Source: an optimization exercise on an open RTL-to-GDS flow (aim: a short achievable clock period and few clock cycles). Production flows keep margins and buffers that such runs may drop.
The RTL was checked by simulation tests, not by an equivalence proof against the original design.
No driver is modelled on the clock port, so clock power and skew are understated where the tree is cut down; a real chip needs a root buffer or a tree.
No activity file was given, so power comes from the tool's default toggle rates.

main:
==> flow/design.v (excerpt) <==
module dlx_top (
    input  logic        clk,
    input  logic        rst_n,
    output logic [31:0] imem_addr,
    input  logic [31:0] imem_data,
    output logic [31:0] dmem_addr,
    output logic [31:0] dmem_wdata,
    output logic        dmem_we,
    input  logic [31:0] dmem_rdata
);
    logic [29:0] pc;
    logic [29:0] pc_o;       
    logic        stall;      
    logic        d_wr;       
    logic        d_lw;       
    logic        d_sw;
    logic        d_r;        
    logic        d_inv;      
    logic        d_arith;    
    logic        d_and;
    logic        d_or;
    logic        d_slt;
    logic [4:0]  d_rs1;
    logic [4:0]  d_rs2;
    logic [4:0]  d_rd;
    logic [31:0] d_imm;
    logic [31:0] rfq_a;      
    logic [31:0] rfq_b;
    logic        d_fa;       
    logic        d_fb;
    logic        d_fs;
    logic        d_mal;      
    logic        d_mbl;
    logic        d_mar;      
    logic        d_mbr;
    logic        d_wa;       
    logic        d_wb;
    logic        d_fsl;      
    logic        e_wr;
    logic        e_lw;
    logic        e_sw;
    logic [4:0]  e_rd;
    logic        e_inv;
    logic        e_arith;
    logic        e_and;
    logic        e_or;
    logic        e_slt;
    logic        e_fsl;      
    logic [31:0] ea;
    logic [31:0] eb;         
    logic [31:0] es;
    logic        m_wr;
    logic        m_lw;
    logic        m_sw;
    logic [4:0]  m_rd;
    logic [31:0] m_res;
    logic [31:0] m_addr;     
    logic [31:0] m_sd;
    logic [31:0] m_val;      
    logic        w_wr;
    logic [4:0]  w_rd;
    logic [31:0] w_val;
    assign imem_addr = {pc_o, 2'b00};
    always_ff @(posedge clk or negedge rst_n) begin
        if (!rst_n) begin
            pc <= '0;
        end else if (!stall) begin
            pc <= pc + 30'd1;
        end
    end
    always_ff @(posedge clk) begin
        if (!rst_n) begin
            pc_o <= '0;
        end else if (!stall) begin
            pc_o <= pc + 30'd1;
        end
    end
    logic [5:0]  f_op;
    logic [5:0]  f_fn;
    logic [4:0]  f_rs1;
    logic [4:0]  f_rs2;
    logic [4:0]  f_rd;
    logic        f_add;
    logic        f_sub;
    logic        f_and;
    logic        f_or;
    logic        f_slt;
    logic        f_r;
    logic        f_addi;
    logic        f_lw;
  ...
Size in the first run: roughly 160 I/O pins, roughly 71,000 µm² of cells after synthesis.
==> flow/config.mk <==
export PLATFORM = sky130hd
export DESIGN_NAME = dlx_top
export DESIGN_NICKNAME = dlx_top
export VERILOG_FILES = /design/flow/design.v
export SDC_FILE = /design/flow/constraint.sdc
export NUM_CORES = 4
export LEC_CHECK = 0
export CAP_MARGIN = 20
export CORE_MARGIN = 2
export CORE_UTILIZATION = 40
export SETUP_SLACK_MARGIN = 3.5
export SLEW_MARGIN = 20
export SYNTH_HIERARCHICAL = 1
export SYNTH_MINIMUM_KEEP_SIZE = 0
==> flow/constraint.sdc <==
create_clock -name core_clock -period 5.5 [get_ports {clk}]
set_input_delay 1.1000 -clock core_clock [delete_from_list [all_inputs] [get_ports {clk}]]
set_output_delay 1.1000 -clock core_clock [all_outputs]
set_load 0.01 [all_outputs]
standard.sh (not shown) runs the stock make flow with config.mk's settings and CLKGATE_MAP_FILE= SYNTH_SCRIPT=/design/flow/synth_recipe.tcl, a recipe that flattens the netlist after the stock synthesis.
==> flow/flow/run.sh <==
#!/bin/bash
# The standard layout, with the clock tree built by flow/mycts.tcl (a
# balanced two-level tree: four roots on the clock port, one leaf buffer
# per group of flip-flops) in place of TritonCTS.
set -euo pipefail
W=$(pwd)
bash standard.sh "PRE_CTS_TCL=$W/flow/mycts.tcl" MYCTS_STRIPS=8 MYCTS_SLICES=8 finish > "$W/standard.log" 2>&1
==> flow/flow/mycts.tcl <==
# Clock tree built here in place of TritonCTS: the flip-flops are split into
# compact groups of about equal size (strips in x, then slices in y), each
# group gets a clkbuf_16 at its centre, and the groups are split into four
# quadrants, each with a clkbuf_16 root driven straight from the clock port.
# Every flip-flop sees the same two buffers, so the tree is balanced.

proc clock_tree_synthesis {args} {
  set block [ord::get_db_block]
  set db [ord::get_db]
  set master [$db findMaster sky130_fd_sc_hd__clkbuf_16]
  set clk_net [$block findNet clk]
  set nstrip $::env(MYCTS_STRIPS)
  set nslice $::env(MYCTS_SLICES)

  # sinks: every instance pin on the clock net
  set sinks {}
  foreach it [$clk_net getITerms] {
    set inst [$it getInst]
    set bb [$inst getBBox]
    set x [expr {([$bb xMin] + [$bb xMax]) / 2}]
    set y [expr {([$bb yMin] + [$bb yMax]) / 2}]
    lappend sinks [list $x $y $it]
  }
  set n [llength $sinks]
  puts "mycts: $n sinks, $nstrip x $nslice groups"

  # strips in x of equal count, then slices in y of equal count
  set sorted [lsort -integer -index 0 $sinks]
  set groups {}
  for {set s 0} {$s < $nstrip} {incr s} {
    set lo [expr {($s * $n) / $nstrip}]
    set hi [expr {(($s + 1) * $n) / $nstrip - 1}]
    set strip [lsort -integer -index 1 [lrange $sorted $lo $hi]]
    set m [llength $strip]
    for {set t 0} {$t < $nslice} {incr t} {
      set lo2 [expr {($t * $m) / $nslice}]
      set hi2 [expr {(($t + 1) * $m) / $nslice - 1}]
      lappend groups [list $s $t [lrange $strip $lo2 $hi2]]
    }
  }

  # leaf buffers
  set leaves {}
  set k 0
  foreach g $groups {
    lassign $g s t members
    set sx 0; set sy 0
    foreach mbr $members { set sx [expr {$sx + [lindex $mbr 0]}]; set sy [expr {$sy + [lindex $mbr 1]}] }
    set cx [expr {$sx / [llength $members]}]
    set cy [expr {$sy / [llength $members]}]
    set inst [odb::dbInst_create $block $master "mycts_leaf_$k"]
    $inst setLocation [expr {$cx - 2000}] [expr {$cy - 1360}]
    $inst setPlacementStatus PLACED
    set net [odb::dbNet_create $block "mycts_leaf_net_$k"]
    $net setSigType CLOCK
    [$inst findITerm X] connect $net
    foreach mbr $members {
      set it [lindex $mbr 2]
      $it disconnect
      $it connect $net
    }
    lappend leaves [list $s $t $cx $cy $inst]
    incr k
  }

  # four roots, one per quadrant of groups
  set hs [expr {$nstrip / 2}]
  set ht [expr {$nslice / 2}]
  for {set q 0} {$q < 4} {incr q} {
    set mine {}
    foreach l $leaves {
      lassign $l s t cx cy inst
      set qs [expr {$s >= $hs}]
      set qt [expr {$t >= $ht}]
      if {[expr {$qs * 2 + $qt}] == $q} { lappend mine $l }
    }
    set sx 0; set sy 0
    foreach l $mine { set sx [expr {$sx + [lindex $l 2]}]; set sy [expr {$sy + [lindex $l 3]}] }
    set cx [expr {$sx / [llength $mine]}]
    set cy [expr {$sy / [llength $mine]}]
    set root [odb::dbInst_create $block $master "mycts_root_$q"]
    $root setLocation [expr {$cx - 2000}] [expr {$cy - 1360}]
    $root setPlacementStatus PLACED
    set net [odb::dbNet_create $block "mycts_root_net_$q"]
    $net setSigType CLOCK
    [$root findITerm X] connect $net
    [$root findITerm A] connect $clk_net
    foreach l $mine { [[lindex $l 4] findITerm A] connect $net }
    puts "mycts: root $q drives [llength $mine] leaves"
  }
  $clk_net setSigType CLOCK
  global_connect
  set_propagated_clock [all_clocks]
}
Testbench counts of main, summed over its fixed seeds: cycles 25,144.
Input changes introduced in the feature branch (baseline for comparison: main):
==> flow/flow/run.sh <==
#!/bin/bash
# The standard layout, with the clock tree built by flow/mycts.tcl (a
# balanced two-level tree: four roots on the clock port, one leaf buffer
# per group of flip-flops) in place of TritonCTS. If the routed layout is
# left with an antenna violation, the layout is made once more with the
# cells spread a little more.
set -euo pipefail
W=$(pwd)
args=("PRE_CTS_TCL=$W/flow/mycts.tcl" MYCTS_STRIPS=8 MYCTS_SLICES=8 MYCTS_ROOT=sky130_fd_sc_hd__buf_16)
bash standard.sh "${args[@]}" finish > "$W/standard.log" 2>&1
R=$W/orfs/results/sky130hd/dlx_top/base
printf 'read_db %s\nputs "ANTENNAS [check_antennas]"\n' "$R/6_final.odb" > "$W/antcheck.tcl"
n=$(openroad -no_init -exit "$W/antcheck.tcl" 2>&1 | tee "$W/antcheck.log" | sed -n 's/^ANTENNAS //p')
if [[ "$n" != "0" ]]; then
  mv "$W/orfs" "$W/orfs_try1"
  rm -f "$W/out/final.def"
  bash standard.sh "${args[@]}" PLACE_DENSITY_LB_ADDON=0.05 finish > "$W/standard2.log" 2>&1
fi
diff --git a/flow/flow/mycts.tcl b/flow/flow/mycts.tcl
--- a/flow/flow/mycts.tcl
+++ b/flow/flow/mycts.tcl
@@ -2,5 +2,6 @@
 # compact groups of about equal size (strips in x, then slices in y), each
 # group gets a clkbuf_16 at its centre, and the groups are split into four
-# quadrants, each with a clkbuf_16 root driven straight from the clock port.
+# quadrants, each with a root buffer (MYCTS_ROOT) driven straight from the
+# clock port.
 # Every flip-flop sees the same two buffers, so the tree is balanced.
 
@@ -9,4 +10,5 @@
   set db [ord::get_db]
   set master [$db findMaster sky130_fd_sc_hd__clkbuf_16]
+  set rmaster [$db findMaster $::env(MYCTS_ROOT)]
   set clk_net [$block findNet clk]
   set nstrip $::env(MYCTS_STRIPS)
@@ -79,5 +81,5 @@
     set cx [expr {$sx / [llength $mine]}]
     set cy [expr {$sy / [llength $mine]}]
-    set root [odb::dbInst_create $block $master "mycts_root_$q"]
+    set root [odb::dbInst_create $block $rmaster "mycts_root_$q"]
     $root setLocation [expr {$cx - 2000}] [expr {$cy - 1360}]
     $root setPlacementStatus PLACED
### Flow results
- main → the feature branch: switching share of power went up 1.1 points, wire length of the first global-routing pass up 5.9%.
- flop to primary output as the worst setup path category was reported by main, and flop to flop by the feature branch.
- Comparing the two runs side by side, the feature branch comes out behind main on cell area.
- The feature branch reports a lower first-iteration DRC count than main does.
In every run of this note, the design's own scripts or RTL, not TritonCTS, make the clock network.

Another version of the RTL of dlx_top (not shown whole).
==> flow/config.mk <==
export PLATFORM = sky130hd
export DESIGN_NAME = dlx_top
export DESIGN_NICKNAME = dlx_top
export VERILOG_FILES = /design/flow/design.v
export SDC_FILE = /design/flow/constraint.sdc
export NUM_CORES = 4
export LEC_CHECK = 0
export CAP_MARGIN = 20
export CORE_MARGIN = 2
export CORE_UTILIZATION = 40
export SETUP_SLACK_MARGIN = 3.5
export SLEW_MARGIN = 20
export SYNTH_HIERARCHICAL = 1
export SYNTH_MINIMUM_KEEP_SIZE = 0
==> flow/constraint.sdc <==
create_clock -name core_clock -period 5.5 [get_ports {clk}]
set_input_delay 1.1000 -clock core_clock [delete_from_list [all_inputs] [get_ports {clk}]]
set_output_delay 1.1000 -clock core_clock [all_outputs]
set_load 0.01 [all_outputs]
==> flow/flow/run.sh <==
#!/bin/bash
# The standard layout, with the clock tree built by flow/mycts.tcl (a
# balanced two-level tree: four roots on the clock port, one leaf buffer
# per group of flip-flops) in place of TritonCTS. If the routed layout is
# left with an antenna violation, the layout is made once more with the
# cells spread a little more.
set -euo pipefail
W=$(pwd)
args=("PRE_CTS_TCL=$W/flow/mycts.tcl" MYCTS_STRIPS=8 MYCTS_SLICES=8 MYCTS_ROOT=sky130_fd_sc_hd__buf_16)
bash standard.sh "${args[@]}" finish > "$W/standard.log" 2>&1
R=$W/orfs/results/sky130hd/dlx_top/base
printf 'read_db %s\nputs "ANTENNAS [check_antennas]"\n' "$R/6_final.odb" > "$W/antcheck.tcl"
n=$(openroad -no_init -exit "$W/antcheck.tcl" 2>&1 | tee "$W/antcheck.log" | sed -n 's/^ANTENNAS //p')
if [[ "$n" != "0" ]]; then
  mv "$W/orfs" "$W/orfs_try1"
  rm -f "$W/out/final.def"
  bash standard.sh "${args[@]}" PLACE_DENSITY_LB_ADDON=0.05 finish > "$W/standard2.log" 2>&1
fi
==> flow/flow/mycts.tcl <==
# Clock tree built here in place of TritonCTS: the flip-flops are split into
# compact groups of about equal size (strips in x, then slices in y), each
# group gets a clkbuf_16 at its centre, and the groups are split into four
# quadrants, each with a root buffer (MYCTS_ROOT) driven straight from the
# clock port.
# Every flip-flop sees the same two buffers, so the tree is balanced.

proc clock_tree_synthesis {args} {
  set block [ord::get_db_block]
  set db [ord::get_db]
  set master [$db findMaster sky130_fd_sc_hd__clkbuf_16]
  set rmaster [$db findMaster $::env(MYCTS_ROOT)]
  set clk_net [$block findNet clk]
  set nstrip $::env(MYCTS_STRIPS)
  set nslice $::env(MYCTS_SLICES)

  # sinks: every instance pin on the clock net
  set sinks {}
  foreach it [$clk_net getITerms] {
    set inst [$it getInst]
    set bb [$inst getBBox]
    set x [expr {([$bb xMin] + [$bb xMax]) / 2}]
    set y [expr {([$bb yMin] + [$bb yMax]) / 2}]
    lappend sinks [list $x $y $it]
  }
  set n [llength $sinks]
  puts "mycts: $n sinks, $nstrip x $nslice groups"

  # strips in x of equal count, then slices in y of equal count
  set sorted [lsort -integer -index 0 $sinks]
  set groups {}
  for {set s 0} {$s < $nstrip} {incr s} {
    set lo [expr {($s * $n) / $nstrip}]
    set hi [expr {(($s + 1) * $n) / $nstrip - 1}]
    set strip [lsort -integer -index 1 [lrange $sorted $lo $hi]]
    set m [llength $strip]
    for {set t 0} {$t < $nslice} {incr t} {
      set lo2 [expr {($t * $m) / $nslice}]
      set hi2 [expr {(($t + 1) * $m) / $nslice - 1}]
      lappend groups [list $s $t [lrange $strip $lo2 $hi2]]
    }
  }

  # leaf buffers
  set leaves {}
  set k 0
  foreach g $groups {
    lassign $g s t members
    set sx 0; set sy 0
    foreach mbr $members { set sx [expr {$sx + [lindex $mbr 0]}]; set sy [expr {$sy + [lindex $mbr 1]}] }
    set cx [expr {$sx / [llength $members]}]
    set cy [expr {$sy / [llength $members]}]
    set inst [odb::dbInst_create $block $master "mycts_leaf_$k"]
    $inst setLocation [expr {$cx - 2000}] [expr {$cy - 1360}]
    $inst setPlacementStatus PLACED
    set net [odb::dbNet_create $block "mycts_leaf_net_$k"]
    $net setSigType CLOCK
    [$inst findITerm X] connect $net
    foreach mbr $members {
      set it [lindex $mbr 2]
      $it disconnect
      $it connect $net
    }
    lappend leaves [list $s $t $cx $cy $inst]
    incr k
  }

  # four roots, one per quadrant of groups
  set hs [expr {$nstrip / 2}]
  set ht [expr {$nslice / 2}]
  for {set q 0} {$q < 4} {incr q} {
    set mine {}
    foreach l $leaves {
      lassign $l s t cx cy inst
      set qs [expr {$s >= $hs}]
      set qt [expr {$t >= $ht}]
      if {[expr {$qs * 2 + $qt}] == $q} { lappend mine $l }
    }
    set sx 0; set sy 0
    foreach l $mine { set sx [expr {$sx + [lindex $l 2]}]; set sy [expr {$sy + [lindex $l 3]}] }
    set cx [expr {$sx / [llength $mine]}]
    set cy [expr {$sy / [llength $mine]}]
    set root [odb::dbInst_create $block $rmaster "mycts_root_$q"]
    $root setLocation [expr {$cx - 2000}] [expr {$cy - 1360}]
    $root setPlacementStatus PLACED
    set net [odb::dbNet_create $block "mycts_root_net_$q"]
    $net setSigType CLOCK
    [$root findITerm X] connect $net
    [$root findITerm A] connect $clk_net
    foreach l $mine { [[lindex $l 4] findITerm A] connect $net }
    puts "mycts: root $q drives [llength $mine] leaves"
  }
  $clk_net setSigType CLOCK
  global_connect
  set_propagated_clock [all_clocks]
}
Testbench counts at the start, summed over its fixed seeds: cycles 24,878.
==> next run, changes <==
--- a/flow/flow/run.sh
+++ b/flow/flow/run.sh
@@ -7,5 +7,5 @@
 set -euo pipefail
 W=$(pwd)
-args=("PRE_CTS_TCL=$W/flow/mycts.tcl" MYCTS_STRIPS=8 MYCTS_SLICES=8 MYCTS_ROOT=sky130_fd_sc_hd__buf_16)
+args=("PRE_CTS_TCL=$W/flow/mycts.tcl" MYCTS_STRIPS=8 MYCTS_SLICES=8)
 bash standard.sh "${args[@]}" finish > "$W/standard.log" 2>&1
 R=$W/orfs/results/sky130hd/dlx_top/base
--- a/flow/flow/mycts.tcl
+++ b/flow/flow/mycts.tcl
@@ -2,6 +2,5 @@
 # compact groups of about equal size (strips in x, then slices in y), each
 # group gets a clkbuf_16 at its centre, and the groups are split into four
-# quadrants, each with a root buffer (MYCTS_ROOT) driven straight from the
-# clock port.
+# quadrants, each with a clkbuf_16 root driven straight from the clock port.
 # Every flip-flop sees the same two buffers, so the tree is balanced.
 
@@ -10,5 +9,4 @@
   set db [ord::get_db]
   set master [$db findMaster sky130_fd_sc_hd__clkbuf_16]
-  set rmaster [$db findMaster $::env(MYCTS_ROOT)]
   set clk_net [$block findNet clk]
   set nstrip $::env(MYCTS_STRIPS)
@@ -81,5 +79,5 @@
     set cx [expr {$sx / [llength $mine]}]
     set cy [expr {$sy / [llength $mine]}]
-    set root [odb::dbInst_create $block $rmaster "mycts_root_$q"]
+    set root [odb::dbInst_create $block $master "mycts_root_$q"]
     $root setLocation [expr {$cx - 2000}] [expr {$cy - 1360}]
     $root setPlacementStatus PLACED
The changed run produced a clean layout.
Worst hold slack is about the same.
Core utilization barely changes.
Routed wire length hardly moves.
In every run of this note, the design's own scripts or RTL, not TritonCTS, make the clock network.

==> separate check: timing with driven ports <==
No port has a modelled driver above. Below, the same layouts with a new extraction and two added sets of constraints. Step 1 (the two cells are an assumption about what drives the block):
set clk [get_ports {clk}]
set_driving_cell -lib_cell sky130_fd_sc_hd__clkbuf_16 $clk
set_driving_cell -lib_cell sky130_fd_sc_hd__buf_2 [delete_from_list [all_inputs] $clk]
Step 2 adds t to the input delays and takes it off the output delays; t is the mean of the earliest and latest rising clock arrival at the registers after step 1. Input paths then give back, and output paths get back, about the clock's delay inside the block. Slacks: ideal / step 1 / step 2; pairs: ideal / step 1.
run | t, ns | slack for setup (ns) | worst setup path after step 2 | latest minus earliest clock arrival (ns) | worst slew at a driven data input, ns
main | 0.702 | 3.365 / 3.191 / 2.899 | input to register | 0.054 / 0.054 | 0.13
the feature branch | 0.706 | 3.367 / 3.185 / 2.906 | input to register | 0.031 / 0.033 | 0.16
the first run of note 2 | 0.692 | 3.295 / 3.186 / 2.827 | input to register | 0.063 / 0.062 | 0.33
the second run of note 2 | 0.706 | 3.328 / 3.166 / 2.914 | input to register | 0.067 / 0.066 | 0.28
After both steps setup and hold are still met in every run listed. For the first run of note 2, which loses most, drivers alone change the setup slack by -0.109 ns; drivers and shift together by -0.468 ns.
